What follows belongs to an exercise in optimizing a design on an open flow for small area and a short achievable clock period; a production flow would make more cautious choices.

## lane 1
// fpu_top
module fpu_top (
	input  logic                   clk,
	input  logic                   arst_n,
	input  logic                   issue,
	input  fpu_pkg::fpu_instr_t    instr,
	input  logic [32-1:0] x1,
	input  logic [32-1:0] x2,
	output fpu_pkg::fpu_res_t      result,
	output logic                   done
);
clock: 19.0 ns
lec_check: 0
abc_area: 1
cap_margin: 50
core_margin: 2
core_utilization: 50
place_density: 0.65
slew_margin: 70
standard.sh (not shown) runs the stock make flow with config.mk's settings and CLKGATE_MAP_FILE= SYNTH_SCRIPT=/design/flow/synth_recipe.tcl, a recipe that flattens the netlist after the stock synthesis.
==> flow/flow/run.sh <==
#!/bin/bash
# Layout flow: the standard layout (standard.sh, with its standard synthesis unchanged)
# with two changes to how the layout is optimised, none to the constraints:
#  - every port still gets a buffer, but a sky130_fd_sc_hd__buf_2 rather than the default
#    cell buffer_ports picks;
#  - the resizer's repair_timing aims for 9 ns of setup slack, so it works on the
#    critical paths although the 19 ns clock is met anyway.
# make's output goes to standard.log; each ORFS step's tool log is copied to tool_logs/.
set -e
bash standard.sh finish SETUP_SLACK_MARGIN=9 "BUFFER_PORTS_ARGS=-buffer_cell sky130_fd_sc_hd__buf_2" > standard.log 2>&1
mkdir -p tool_logs
cp orfs/logs/*/*/*/*.log tool_logs/ 2>/dev/null || true
Modified inputs, lane 2 compared to lane 1
-- flow/design.v --
<<< lane 1, line 98
	input  fpu_pkg::fpu_float_t        b,
	output logic [34:0]                s,           
	output logic [8-1:0]      e_w,         
	output logic                       sign,        
	output logic                       float_sel,   
>>> lane 2, line 98
	input  fpu_pkg::fpu_float_t        b,
	output logic [34:0]                s,           
	output logic [8:0]        e_w1,        
	output logic                       sign,        
	output logic                       float_sel,   
<<< lane 1, line 149
	wire sel_la = (op_as && !sp && !w_a) || (op_f2i && f_ok);
	wire [MW:0] m_l = sel_lb ? b_m : (sel_la ? a_m : '0);
	wire sub = (op_as && !sp && es) || (op_f2i && a.sign) || (op_i2f && b.sign);
	wire [MW:0]  m_li = m_l ^ {(MW+1){sub}};
	wire signed [33:0] f_s = {sub, m_li, {9{sub}}};
	wire signed [33:0] f_w = f_s >>> d[5:0];
	wire [32:0]  f    = (d[7:6] != 2'b00) ? {33{sub}} : f_w[32:0];
	logic [MW:0] m_or [6];
	logic        st;
>>> lane 2, line 149
	wire sel_la = (op_as && !sp && !w_a) || (op_f2i && f_ok);
	wire [MW:0] m_l = sel_lb ? b_m : (sel_la ? a_m : '0);
	wire [32:0] f = (d[7:6] != 2'b00) ? 33'd0 : ({m_l, 9'b0} >> d[5:0]);
	logic [MW:0] m_or [6];
	logic        st;
<<< lane 1, line 173
	wire [33:0]  x   = (op_abs | op_neg) ? {x1n, 2'b00} :
	                   op_as ? {m_w, 10'b0} : 34'd0;
	wire [33:0] yx  = {f ^ (op_i2f ? {b, 1'b0} : 33'd0), op_f2i | (st ^ sub)};
	wire        y34 = sub && !op_i2f;
	wire        cin = sub || op_f2i;
>>> lane 2, line 169
	wire [33:0]  x   = (op_abs | op_neg) ? {x1n, 2'b00} :
	                   op_as ? {m_w, 10'b0} : 34'd0;
	wire [33:0]  y   = {f, st} | (op_i2f ? {b, 2'b00} : 34'd0);
	wire sub = (op_as && !sp && es) || (op_f2i && a.sign) || (op_i2f && b.sign);
	wire [33:0] yx  = {y[33:1] ^ {33{sub}}, op_f2i | (y[0] ^ sub)};
	wire        y34 = sub && !op_i2f;
	wire        cin = sub || op_f2i;
<<< lane 1, line 183
		.s  (s_full)
	);
	assign s = s_full[34:0];
	assign e_w       = op_as ? (w_a ? a_e : b_e) : 8'd158;
	assign float_sel = op_as | op_i2f;
	assign addsub    = op_as;
>>> lane 2, line 181
		.s  (s_full)
	);
	assign s = {s_full[34:2], s_full[1] | s_full[0], 1'b0};    
	wire [EW-1:0] e_w = op_as ? (w_a ? a_e : b_e) : 8'd158;
	assign e_w1      = {1'b0, e_w} + 9'd1;
	assign float_sel = op_as | op_i2f;
	assign addsub    = op_as;
<<< lane 1, line 206
module fpu_convert (
	input  logic [34:0]           s,
	input  logic [8-1:0] e_w,
	input  logic                  sign,
	input  logic                  float_sel,
>>> lane 2, line 205
module fpu_convert (
	input  logic [34:0]           s,
	input  logic [8:0]   e_w1,
	input  logic                  sign,
	input  logic                  float_sel,
<<< lane 1, line 223
	always_comb begin
		for (int i = 0; i < 35; i++)
			mark[i] = (e_w == EW'(34 - i));
	end
	logic [5:0] lz;
>>> lane 2, line 222
	always_comb begin
		for (int i = 0; i < 35; i++)
			mark[i] = (e_w1 == 9'(35 - i));
	end
	logic [5:0] lz;
<<< lane 1, line 250
		.s  (m_r)
	);
	wire [EW:0]   e0   = {1'b0, e_w} + 9'd1 - {3'b0, lz};
	wire [EW:0]   e1   = e0 + 9'd1;
	wire          cy   = m_r[MW+1];
>>> lane 2, line 249
		.s  (m_r)
	);
	wire [EW:0]   e0   = e_w1 - {3'b0, lz};
	wire [EW:0]   e1   = e0 + 9'd1;
	wire          cy   = m_r[MW+1];
<<< lane 1, line 273
	input  logic                  issue,
	input  logic [34:0]           s_d,
	input  logic [8-1:0] e_d,
	input  logic [8:0]            f_d,
	output logic [34:0]           s_q,
	output logic [8-1:0] e_q,
	output logic [8:0]            f_q,
	output logic                  done
>>> lane 2, line 272
	input  logic                  issue,
	input  logic [34:0]           s_d,
	input  logic [8:0]   e_d,
	input  logic [8:0]            f_d,
	output logic [34:0]           s_q,
	output logic [8:0]   e_q,
	output logic [8:0]            f_q,
	output logic                  done
<<< lane 1, line 306
);
	logic [34:0]           s_d, s_q;
	logic [8-1:0] e_d, e_q;
	logic [8:0]            f_d, f_q;
	fpu_addsub u_addsub (
>>> lane 2, line 305
);
	logic [34:0]           s_d, s_q;
	logic [8:0]   e_d, e_q;
	logic [8:0]            f_d, f_q;
	fpu_addsub u_addsub (
<<< lane 1, line 313
		.b        (x2),
		.s        (s_d),
		.e_w      (e_d),
		.sign     (f_d[0]),
		.float_sel(f_d[1]),
>>> lane 2, line 312
		.b        (x2),
		.s        (s_d),
		.e_w1     (e_d),
		.sign     (f_d[0]),
		.float_sel(f_d[1]),
<<< lane 1, line 338
	fpu_convert u_convert (
		.s        (s_q),
		.e_w      (e_q),
		.sign     (f_q[0]),
		.float_sel(f_q[1]),
>>> lane 2, line 337
	fpu_convert u_convert (
		.s        (s_q),
		.e_w1     (e_q),
		.sign     (f_q[0]),
		.float_sel(f_q[1]),
--- outcome ---
- u_issue.s_q[31] as the capture point of the worst path was reported by lane 2, and u_issue.s_q[30] by lane 1.
- Taking lane 1 as the reference, in lane 2 design area down 7.0%, non-clock buffer count down 51, final cycle utilization of the critical path down 1.2 points, final hold slack up 0.0043 ns.
- Part of the Yosys area used for sequential elements ends up lower on lane 1.
- Compared with lane 1, lane 2 shows number of instances resized during post-cts repair lower by 48%.
- Looking at maximum frequency, lane 2 sits above lane 1.
No functional check of the RTL was part of any run of this note.

==> what the ideal ports hide <==
No port has a modelled driver above. Below, the same layouts with a new extraction and two added sets of constraints.
Step 1 (the two cells are an assumption about what drives the block):
set clk [get_ports {clk}]
set_driving_cell -lib_cell sky130_fd_sc_hd__clkbuf_16 $clk
set_driving_cell -lib_cell sky130_fd_sc_hd__buf_2 [delete_from_list [all_inputs] $clk]
Step 2 adds t to the input delays and takes it off the output delays; t is the mean of the earliest and latest rising clock arrival at the registers after step 1. Input paths then give back, and output paths get back, about the clock's delay inside the block.
a / b / c = no drivers / after step 1 / after step 2; a / b = the first two.
run | shift t [ns] | setup WS [ns] | worst setup path after step 2
lane 1 | 0.330 | 8.990 / 8.994 / 8.665 | input to register
lane 2 | 0.324 | 9.216 / 9.229 / 8.905 | input to register
After both steps every run listed still meets setup and hold. The setup slack of lane 1, which loses most, moves by +0.004 ns with the drivers and by -0.325 ns with both steps.
